Background: an optimization exercise with open tools, aiming at small area. Do not read the settings as production practice.
At most, simulation tests tie the RTL to the original design; equivalence was not proved.
Power is estimated from default activity; no workload was simulated. No driver is modelled on the clock port, so clocking that relies on it looks cheaper here than on a real chip.

== v32 ==
Design cam_core, start of the top module:
module cam_core (
  input  logic                clk,
  input  logic                rst_3,
  input  logic [1:0]          i_mode,
  input  logic [3:0]          i_clause,
  input  logic [1:0]          i_variable,
  input  logic                i_threshold_kind,
  input  logic [31:0]         i_vars,
  input  logic [15:0]         i_leaf,
  input  logic [3:0]          i_tree_id,
  input  logic [1:0]          i_class_id,
  output logic                o_ready,
  input  logic                i_out_ready,
  output logic                o_valid,
  output logic [127:0]        o_leaves,
  output logic [31:0]         o_tree_ids,
  output logic [15:0]         o_class_ids
);
  localparam int NC = 16;
  localparam int NV = 4;
  localparam int NS = 8;
  logic advance;
  assign advance = !o_valid || i_out_ready;
  assign o_ready = advance;
  logic m_infer, m_write, m_dc;
  assign m_infer = (i_mode == 2'd0);
  assign m_write = (i_mode == 2'd1);
  assign m_dc    = (i_mode == 2'd2);
  logic [31:0] lower_rows  [NC];
  logic [31:0] higher_rows [NC];
  logic [15:0] leaf_mem    [NC];
  logic [3:0]  tree_mem    [NC];
  logic [1:0]  class_mem   [NC];
  logic [NC-1:0] live;
  logic [NV-1:0] dont_care;
  logic [NC-1:0] we_lo, we_hi;
  logic [31:0]   lower_next  [NC];
  logic [31:0]   higher_next [NC];
  always_comb
  begin
    for (int c = 0; c < NC; c++)
    begin
      we_lo[c] = advance && m_write && (i_clause == 4'(c)) && !i_threshold_kind;
      we_hi[c] = advance && m_write && (i_clause == 4'(c)) &&  i_threshold_kind;
    end
  end
  for (genvar c = 0; c < NC; c++)
  begin : g_rows
    cam_hold #(.W(32)) u_lo (.we(we_lo[c]), .nwe(!we_lo[c]), .d(~i_vars),
                             .q(lower_rows[c]),  .y(lower_next[c]));
    cam_hold #(.W(32)) u_hi (.we(we_hi[c]), .nwe(!we_hi[c]), .d(i_vars),
                             .q(higher_rows[c]), .y(higher_next[c]));
  end
  ...
Settings: LEC_CHECK=0, CAP_MARGIN=20, CORE_MARGIN=2, CORE_UTILIZATION=65, GPL_TIMING_DRIVEN=0, SLEW_MARGIN=20, SYNTH_HIERARCHICAL=1; clock period 5.0 ns.
standard.sh (not shown) runs the stock make flow with config.mk's settings and CLKGATE_MAP_FILE= SYNTH_SCRIPT=/design/flow/synth_recipe.tcl, a recipe that flattens the netlist after the stock synthesis.
==> flow/flow/run.sh <==
#!/bin/bash
# Standard synthesis, then the standard layout with a few layout-only
# settings passed to the ORFS make targets:
#  - port buffers use a small buffer cell,
#  - clock tree: larger sink clusters, no dummy loads,

set -euo pipefail
bash standard.sh synth > synth.log 2>&1
bash standard.sh \
  BUFFER_PORTS_ARGS="-buffer_cell sky130_fd_sc_hd__buf_1" \
  CTS_ARGS="-sink_clustering_enable -repair_clock_nets -sink_clustering_size 24 -sink_clustering_max_diameter 100 -buf_list sky130_fd_sc_hd__clkbuf_16 -dont_use_dummy_load" \
  finish > layout.log 2>&1
The inputs of v16 differ from those of v32 as listed below.
- GPL_TIMING_DRIVEN: 0 -> unset
diff --git a/flow/flow/run.sh b/flow/flow/run.sh
--- a/flow/flow/run.sh
+++ b/flow/flow/run.sh
@@ -10,3 +10,3 @@
   BUFFER_PORTS_ARGS="-buffer_cell sky130_fd_sc_hd__buf_1" \
-  CTS_ARGS="-sink_clustering_enable -repair_clock_nets -sink_clustering_size 24 -sink_clustering_max_diameter 100 -buf_list sky130_fd_sc_hd__clkbuf_16 -dont_use_dummy_load" \
+  CTS_ARGS="-sink_clustering_enable -repair_clock_nets -sink_clustering_size 30 -sink_clustering_max_diameter 100 -buf_list \"sky130_fd_sc_hd__clkbuf_8 sky130_fd_sc_hd__clkbuf_16\" -dont_use_dummy_load" \
   finish > layout.log 2>&1
==> comparison <==
v16: it failed during clock tree synthesis, and the tool reported STA-0564.
Measured against each other, v16 and v32 differ in standard cell area after detailed placement, the lower figure coming from v16.
Changes observed in v16 relative to v32: area after synthesis held; pre-CTS worst setup slack rose by 0.52 ns; number of instances in the placed design higher; routability congestion estimate from global placement rose by about 8%; count of input and output buffers shows an increase of 0.41%.
When the final numbers for v16 and v32 were put side by side, the half-perimeter wire length after detailed placement turned out to be smaller in v16.

* * *

## try-pepper
cam_core again, from the RTL that the note above started with.
Settings: LEC_CHECK=0, CAP_MARGIN=20, CORE_MARGIN=2, CORE_UTILIZATION=65, SLEW_MARGIN=20, SYNTH_HIERARCHICAL=1; clock period 5.0 ns.
==> flow/flow/run.sh <==
#!/bin/bash
# Standard synthesis, then the standard layout with a few layout-only
# settings passed to the ORFS make targets:
#  - port buffers use a small buffer cell,
#  - clock tree: larger sink clusters, no dummy loads,

set -euo pipefail
bash standard.sh synth > synth.log 2>&1
bash standard.sh \
  BUFFER_PORTS_ARGS="-buffer_cell sky130_fd_sc_hd__buf_1" \
  CTS_ARGS="-sink_clustering_enable -repair_clock_nets -sink_clustering_size 30 -sink_clustering_max_diameter 50 -buf_list sky130_fd_sc_hd__clkbuf_16 -dont_use_dummy_load" \
  finish > layout.log 2>&1
try-pepper: full flow OK, the timing, design-rule and antenna checks passed
The inputs of try-sierra differ from those of try-pepper as listed below.
--- a/flow/flow/run.sh
+++ b/flow/flow/run.sh
@@ -9,4 +9,4 @@
 bash standard.sh \
   BUFFER_PORTS_ARGS="-buffer_cell sky130_fd_sc_hd__buf_1" \
-  CTS_ARGS="-sink_clustering_enable -repair_clock_nets -sink_clustering_size 30 -sink_clustering_max_diameter 50 -buf_list sky130_fd_sc_hd__clkbuf_16 -dont_use_dummy_load" \
+  CTS_ARGS="-sink_clustering_enable -repair_clock_nets -sink_clustering_size 27 -sink_clustering_max_diameter 80 -buf_list sky130_fd_sc_hd__clkbuf_16 -dont_use_dummy_load" \
   finish > layout.log 2>&1
==> comparison <==
try-pepper ran to completion and came out clean on the timing, design-rule and antenna checks. Every stage of the flow completed for try-sierra, and the final layout passed the timing, design-rule and antenna checks. try-sierra vs try-pepper — post-layout instance count excluding filler cells dropped about 1%. Switching share of power in try-sierra is 1.2 points higher than in try-pepper. Routed wire length went down slightly going from try-pepper to try-sierra. [diff] via count, try-sierra relative to try-pepper: improvement. Against try-pepper as the reference, try-sierra delivers a higher sequential share of layout area. Diff try-pepper -> try-sierra | clock-buffer cell count | decrease of 71. Across both runs, final critical-path share of the clock period was lower for try-sierra than for try-pepper. Total number of H-tree levels: try-sierra vs try-pepper down 2. Compared to try-pepper, try-sierra has fraction of met1 tracks used by global routing 0.17 points lower. Comparing try-pepper with try-sierra, the worst-case register-to-register setup slack came out essentially unchanged.
--- input diff try-sierra..try-onyx ---
--- a/flow/flow/run.sh
+++ b/flow/flow/run.sh
@@ -9,4 +9,4 @@
 bash standard.sh \
   BUFFER_PORTS_ARGS="-buffer_cell sky130_fd_sc_hd__buf_1" \
-  CTS_ARGS="-sink_clustering_enable -repair_clock_nets -sink_clustering_size 27 -sink_clustering_max_diameter 80 -buf_list sky130_fd_sc_hd__clkbuf_16 -dont_use_dummy_load" \
+  CTS_ARGS="-sink_clustering_enable -repair_clock_nets -sink_clustering_size 24 -sink_clustering_max_diameter 100 -buf_list sky130_fd_sc_hd__clkbuf_16 -dont_use_dummy_load" \
   finish > layout.log 2>&1
--- a/flow/config.mk
+++ b/flow/config.mk
@@ -8,5 +8,6 @@
 export CAP_MARGIN = 20
 export CORE_MARGIN = 2
-export CORE_UTILIZATION = 65
+export CORE_UTILIZATION = 75
+export GPL_TIMING_DRIVEN = 0
 export SLEW_MARGIN = 20
 export SYNTH_HIERARCHICAL = 1
[summary]
- Against try-sierra, try-onyx comes in 4.9 ps lower on worst setup skew after layout.
- try-sierra has a higher transition at the pin with the smallest max-transition slack than try-onyx.
- The fraction of layout instances using a drive strength above 1 number comes out higher for try-onyx vs try-sierra.
- Proportion of power drawn by combinational gates (lower): try-sierra
- Area: try-onyx vs try-sierra -> try-onyx larger
- try-onyx completed every stage of the flow, and the final layout passed the timing, design-rule and antenna checks.
- In the metrics for try-sierra and try-onyx, the one carrying the higher area added between synthesis and finish is try-onyx.
- Share of final layout cell area taken by non-clock buffers, try-sierra and try-onyx, lower one = try-sierra.
Here is what was changed in the inputs of try-raven compared with try-onyx.
==> flow/run.sh (new file) <==
#!/bin/bash
# synth_recipe.tcl (not shown) runs the flow's synth.tcl, then flattens the netlist and writes it again
# the make line also repeats each setting of config.mk as NAME=value (left out here)
make -C /OpenROAD-flow-scripts/flow DESIGN_CONFIG=/design/flow/config.mk WORK_HOME=/design/flow/orfs CLKGATE_MAP_FILE= SYNTH_SCRIPT=/design/flow/synth_recipe.tcl finish
--- a/flow/config.mk
+++ b/flow/config.mk
@@ -8,6 +8,8 @@
 export CAP_MARGIN = 20
 export CORE_MARGIN = 2
-export CORE_UTILIZATION = 75
-export GPL_TIMING_DRIVEN = 0
+export CORE_UTILIZATION = 65
+export CTS_BUF_LIST = sky130_fd_sc_hd__clkbuf_16
+export CTS_CLUSTER_DIAMETER = 100
+export CTS_CLUSTER_SIZE = 30
 export SLEW_MARGIN = 20
 export SYNTH_HIERARCHICAL = 1
removed: flow/flow/run.sh
removed: flow/standard.sh
## What came out
Lower final design instance area without fill among try-onyx and try-raven: try-onyx. try-raven ends up with a cell count that is 2.8% higher than in try-onyx. Per the comparison of try-raven with try-onyx, worst hold slack fell by 11 ps, number of buffers inserted during clock tree synthesis fell 16, clock buffer count in the final layout lost 13. The share of final-layout standard cells stronger than drive strength 1 was comparable across try-onyx and try-raven. Post-route minimum period: try-onyx and try-raven compared, higher one is try-onyx. Per the comparison of try-raven with try-onyx, power share of the sequential group went up by 1.1 points; horizontal die dimension climbed about 7%.

* * *

cam_core again, from the RTL that the note above started with.
clock: 5.0 ns
lec_check: 0
cap_margin: 20
core_margin: 2
core_utilization: 65
slew_margin: 20
synth_hierarchical: 1
==> flow/flow/run.sh <==
#!/bin/bash
# Standard synthesis, then the standard layout with a few layout-only
# settings passed to the ORFS make targets:
#  - port buffers use a small buffer cell,
#  - clock tree: larger sink clusters, no dummy loads,

set -euo pipefail
bash standard.sh synth > synth.log 2>&1
bash standard.sh \
  BUFFER_PORTS_ARGS="-buffer_cell sky130_fd_sc_hd__buf_1" \
  CTS_ARGS="-sink_clustering_enable -repair_clock_nets -sink_clustering_size 16 -sink_clustering_max_diameter 50 -buf_list sky130_fd_sc_hd__clkbuf_8 -dont_use_dummy_load" \
  finish > layout.log 2>&1
The first run went through all stages and came out clean.
Rerun with:
--- a/flow/flow/run.sh
+++ b/flow/flow/run.sh
@@ -11 +11 @@
-  CTS_ARGS="-sink_clustering_enable -repair_clock_nets -sink_clustering_size 16 -sink_clustering_max_diameter 50 -buf_list sky130_fd_sc_hd__clkbuf_8 -dont_use_dummy_load" \
+  CTS_ARGS="-sink_clustering_enable -repair_clock_nets -sink_clustering_size 26 -sink_clustering_max_diameter 100 -buf_list sky130_fd_sc_hd__clkbuf_16 -dont_use_dummy_load" \
- The new run completed with no timing, DRC or antenna violations
- non-clock buffer count is higher by 1
- worst setup slack degrades by 0.13 ns
- register-to-register slack hardly moves
- via count is lower by about 0.55%
- die area stays the same
- routed wire length is lower by 0.48%
- total power is lower by 0.71%
- cell area hardly moves
Rerun with:
--- a/flow/flow/run.sh
+++ b/flow/flow/run.sh
@@ -11 +11 @@
-  CTS_ARGS="-sink_clustering_enable -repair_clock_nets -sink_clustering_size 26 -sink_clustering_max_diameter 100 -buf_list sky130_fd_sc_hd__clkbuf_16 -dont_use_dummy_load" \
+  CTS_ARGS="-sink_clustering_enable -repair_clock_nets -sink_clustering_size 14 -sink_clustering_max_diameter 100 -buf_list sky130_fd_sc_hd__clkbuf_8 -dont_use_dummy_load" \
Result:
- The new run finished clean
- global-route usage rose by 0.25 points
- count of clock-buffer cells in the layout goes up by 48
- final area barely changes
- combinational power barely changes

* * *

The RTL this note starts from:
==> flow/design.v <==
`default_nettype none
package cam_pkg;
  localparam int NUM_VARS = 4;
  localparam int VAR_WIDTH = 8;
  typedef logic [VAR_WIDTH-1:0] var_t;
  typedef var_t [NUM_VARS-1:0] vars_t;
  localparam int LEAF_WIDTH = 16;
  typedef logic signed [LEAF_WIDTH-1:0] leaf_t;
  localparam int TREE_ID_WIDTH = 4;
  typedef logic [TREE_ID_WIDTH-1:0] tree_id_t;
  localparam int CLASS_ID_WIDTH = 2;
  typedef logic [CLASS_ID_WIDTH-1:0] class_id_t;
  typedef enum logic [1:0] {
    MODE_INFER     = 2'd0,
    MODE_WRITE     = 2'd1,
    MODE_DONT_CARE = 2'd2,
    MODE_IDLE      = 2'd3
  } mode_t;
endpackage
`default_nettype wire
`timescale 1ns/1ns
`default_nettype none
module cam_maj2 (
  input  logic [1:0] a,
  input  logic [1:0] b,
  input  logic       c,
  output logic       y
);
  logic t;
  assign t = (a[0] & b[0]) | (a[0] & c) | (b[0] & c);
  assign y = (a[1] & b[1]) | (a[1] & t) | (b[1] & t);
endmodule
module cam_maj2_c1 (
  input  logic [1:0] a,
  input  logic [1:0] b,
  output logic       y
);
  logic t;
  assign t = a[0] | b[0];
  assign y = (a[1] & b[1]) | (a[1] & t) | (b[1] & t);
endmodule
module cam_maj2_c0 (
  input  logic [1:0] a,
  input  logic [1:0] b,
  output logic       y
);
  logic t;
  assign t = a[0] & b[0];
  assign y = (a[1] & b[1]) | (a[1] & t) | (b[1] & t);
endmodule
module cam_chain8 #(
  parameter bit CIN = 1'b0
) (
  input  logic [7:0] a,
  input  logic [7:0] b,
  output logic       y
);
  logic [3:0] c;
  if (CIN)
  begin : g_c1
    cam_maj2_c1 u_lsb (.a(a[1:0]), .b(b[1:0]), .y(c[0]));
  end
  else
  begin : g_c0
    cam_maj2_c0 u_lsb (.a(a[1:0]), .b(b[1:0]), .y(c[0]));
  end
  for (genvar k = 1; k < 4; k++)
  begin : g_step
    cam_maj2 u_step (.a(a[2*k +: 2]), .b(b[2*k +: 2]), .c(c[k-1]), .y(c[k]));
  end
  assign y = c[3];
endmodule
`default_nettype wire
`timescale 1ns/1ns
`default_nettype none
module cam_core (
  input  logic                clk,
  input  logic                rst_3,
  input  logic [1:0]          i_mode,
  input  logic [3:0]          i_clause,
  input  logic [1:0]          i_variable,
  input  logic                i_threshold_kind,
  input  logic [31:0]         i_vars,
  input  logic [15:0]         i_leaf,
  input  logic [3:0]          i_tree_id,
  input  logic [1:0]          i_class_id,
  output logic                o_ready,
  input  logic                i_out_ready,
  output logic                o_valid,
  output logic [127:0]        o_leaves,
  output logic [31:0]         o_tree_ids,
  output logic [15:0]         o_class_ids
);
  localparam int NC = 16;
  localparam int NV = 4;
  localparam int NS = 8;
  logic advance;
  assign advance = !o_valid || i_out_ready;
  assign o_ready = advance;
  logic m_infer, m_write, m_dc;
  assign m_infer = (i_mode == 2'd0);
  assign m_write = (i_mode == 2'd1);
  assign m_dc    = (i_mode == 2'd2);
  logic [31:0] lower_rows  [NC];
  logic [31:0] higher_rows [NC];
  logic [15:0] leaf_mem    [NC];
  logic [3:0]  tree_mem    [NC];
  logic [1:0]  class_mem   [NC];
  logic [NC-1:0] live;
  logic [NV-1:0] dont_care;
  always_ff @(posedge clk)
  begin
    for (int c = 0; c < NC; c++)
    begin
      if (advance && m_write && (i_clause == 4'(c)))
      begin
        if (!i_threshold_kind)
          lower_rows[c] <= ~i_vars;   
        else
          higher_rows[c] <= i_vars;
      end
    end
  end
  always_ff @(posedge clk)
  begin
    if (rst_3)
    begin
      live      <= '0;
      dont_care <= '0;
    end
    else if (advance)
    begin
      for (int c = 0; c < NC; c++)
        if (m_write && i_threshold_kind && (i_clause == 4'(c)))
          live[c] <= 1'b1;
      for (int j = 0; j < NV; j++)
        if (m_dc && (i_variable == 2'(j)))
          dont_care[j] <= 1'b1;
    end
  end
  logic [NC-1:0] hit;
  logic [31:0]   q_n;
  logic [NC*NV-1:0] in_range;
  assign q_n = ~i_vars;
  for (genvar c = 0; c < NC; c++)
  begin : g_clause
    for (genvar j = 0; j < NV; j++)
    begin : g_var
      logic ge, gt;
      cam_chain8 #(.CIN(1'b1)) u_ge (.a(i_vars[8*j +: 8]), .b(lower_rows[c][8*j +: 8]), .y(ge));
      cam_chain8 #(.CIN(1'b0)) u_gt (.a(higher_rows[c][8*j +: 8]), .b(q_n[8*j +: 8]), .y(gt));
      assign in_range[NV*c+j] = dont_care[j] | (ge & gt);
    end
    assign hit[c] = live[c] & (&in_range[NV*c +: NV]);
  end
  logic [2*NS-1:0] sel_now;
  always_comb
  begin
    for (int s = 0; s < NS; s++)
    begin
      sel_now[2*s+1] = hit[2*s+1];
      sel_now[2*s]   = hit[2*s] & ~hit[2*s+1];
    end
  end
  logic        s1_infer, s1_write, s2_infer, s2_write;
  logic [15:0] s1_data,  s2_data;
  logic [3:0]  s1_clause, s2_clause;
  logic        s1_tkind,  s2_tkind;
  logic [2*NS-1:0] out_sel;
  always_ff @(posedge clk)
  begin
    if (rst_3)
    begin
      s1_infer <= 1'b0;
      s1_write <= 1'b0;
      s2_infer <= 1'b0;
      s2_write <= 1'b0;
      o_valid  <= 1'b0;
    end
    else if (advance)
    begin
      s1_infer <= m_infer;
      s1_write <= m_write;
      s2_infer <= s1_infer;
      s2_write <= s1_write;
      o_valid  <= s2_infer;
    end
  end
  always_ff @(posedge clk)
  begin
    if (advance)
    begin
      if (m_infer)
        s1_data <= sel_now;
      else if (i_threshold_kind)
        s1_data <= i_leaf;
      else
        s1_data <= {i_leaf[15:6], i_class_id, i_tree_id};
      s1_clause <= i_clause;
      s1_tkind  <= i_threshold_kind;
      s2_data   <= s1_data;
      s2_clause <= s1_clause;
      s2_tkind  <= s1_tkind;
      out_sel   <= s2_data;
    end
  end
  always_ff @(posedge clk)
  begin
    for (int c = 0; c < NC; c++)
    begin
      if (advance && s2_write && (s2_clause == 4'(c)))
      begin
        if (!s2_tkind)
        begin
          tree_mem[c]  <= s2_data[3:0];
          class_mem[c] <= s2_data[5:4];
        end
        else
        begin
          leaf_mem[c]  <= s2_data;
        end
      end
    end
  end
  always_comb
  begin
    for (int s = 0; s < NS; s++)
    begin
      o_leaves[16*s +: 16]  = ({16{out_sel[2*s+1]}} & leaf_mem[2*s+1]) |
                              ({16{out_sel[2*s]}}   & leaf_mem[2*s]);
      o_tree_ids[4*s +: 4]  = ({4{out_sel[2*s+1]}}  & tree_mem[2*s+1]) |
                              ({4{out_sel[2*s]}}    & tree_mem[2*s]);
      o_class_ids[2*s +: 2] = ({2{out_sel[2*s+1]}}  & class_mem[2*s+1]) |
                              ({2{out_sel[2*s]}}    & class_mem[2*s]);
    end
  end
endmodule
`default_nettype wire
Settings: LEC_CHECK=0, CAP_MARGIN=20, CORE_MARGIN=2, CORE_UTILIZATION=65, CTS_BUF_LIST=sky130_fd_sc_hd__clkbuf_16, CTS_CLUSTER_DIAMETER=100, CTS_CLUSTER_SIZE=30, SLEW_MARGIN=20, SYNTH_HIERARCHICAL=1; clock period 5.0 ns.
run.sh (not shown) runs the stock make flow with config.mk's settings and CLKGATE_MAP_FILE= SYNTH_SCRIPT=/design/flow/synth_recipe.tcl, a recipe that flattens the netlist after the stock synthesis.
Stock flow here: none of the scripts above is used.
The first run ran to the end with no violations.
==> next run, changes <==
--- a/flow/config.mk
+++ b/flow/config.mk
@@ -9,6 +9,3 @@
 export CORE_MARGIN = 2
-export CORE_UTILIZATION = 65
-export CTS_BUF_LIST = sky130_fd_sc_hd__clkbuf_16
-export CTS_CLUSTER_DIAMETER = 100
-export CTS_CLUSTER_SIZE = 30
+export CORE_UTILIZATION = 40
 export SLEW_MARGIN = 20
After rerunning:
- final cell count went up by 16%
- design area went up by about 6%
- sequential cell count is unchanged
- clock skew stays flat
No run of this note included a check of the RTL's function; only the layout flow was run.

-- port drivers added, routing unchanged --
No port has a modelled driver above. Below, the same layouts with a new extraction and two added sets of constraints.
Step 1 assumes that a clkbuf_16 drives the clock port and a buf_2 every other input.
Step 2 moves the port delays by t, midway between the first and last clock arrival at a register: inputs arrive t later, outputs are due t later. That takes back most of the time a late clock gives input paths.
Three values: no drivers, after step 1, after step 2; two values: the first two.
run | t, ns | setup WS [ns] | worst setup path at the end
v32 | 0.708 | 0.585 / 0.584 / -0.124 | input to register
try-pepper | 0.794 | 1.227 / 1.283 / 0.489 | input to register
try-sierra | 0.753 | 1.388 / 1.441 / 0.688 | input to register
try-onyx | 0.714 | 0.807 / 0.826 / 0.112 | input to register
try-raven | 0.758 | 1.244 / 1.254 / 0.495 | input to register
the first run of note 3 | 0.876 | 1.491 / 1.507 / 0.631 | input to register
the second run of note 3 | 0.702 | 1.363 / 1.417 / 0.715 | input to register
the third run of note 3 | 0.843 | 1.487 / 1.538 / 0.696 | input to register
the first run of note 4 | 0.730 | 0.712 / 0.758 / 0.027 | input to register
the second run of note 4 | 0.861 | 1.150 / 1.127 / 0.385 | input to register
With both steps, setup timing fails in v32, where it was met with ideal ports. For the first run of note 3, which loses most, drivers alone change the setup slack by +0.016 ns; drivers and shift together by -0.860 ns.
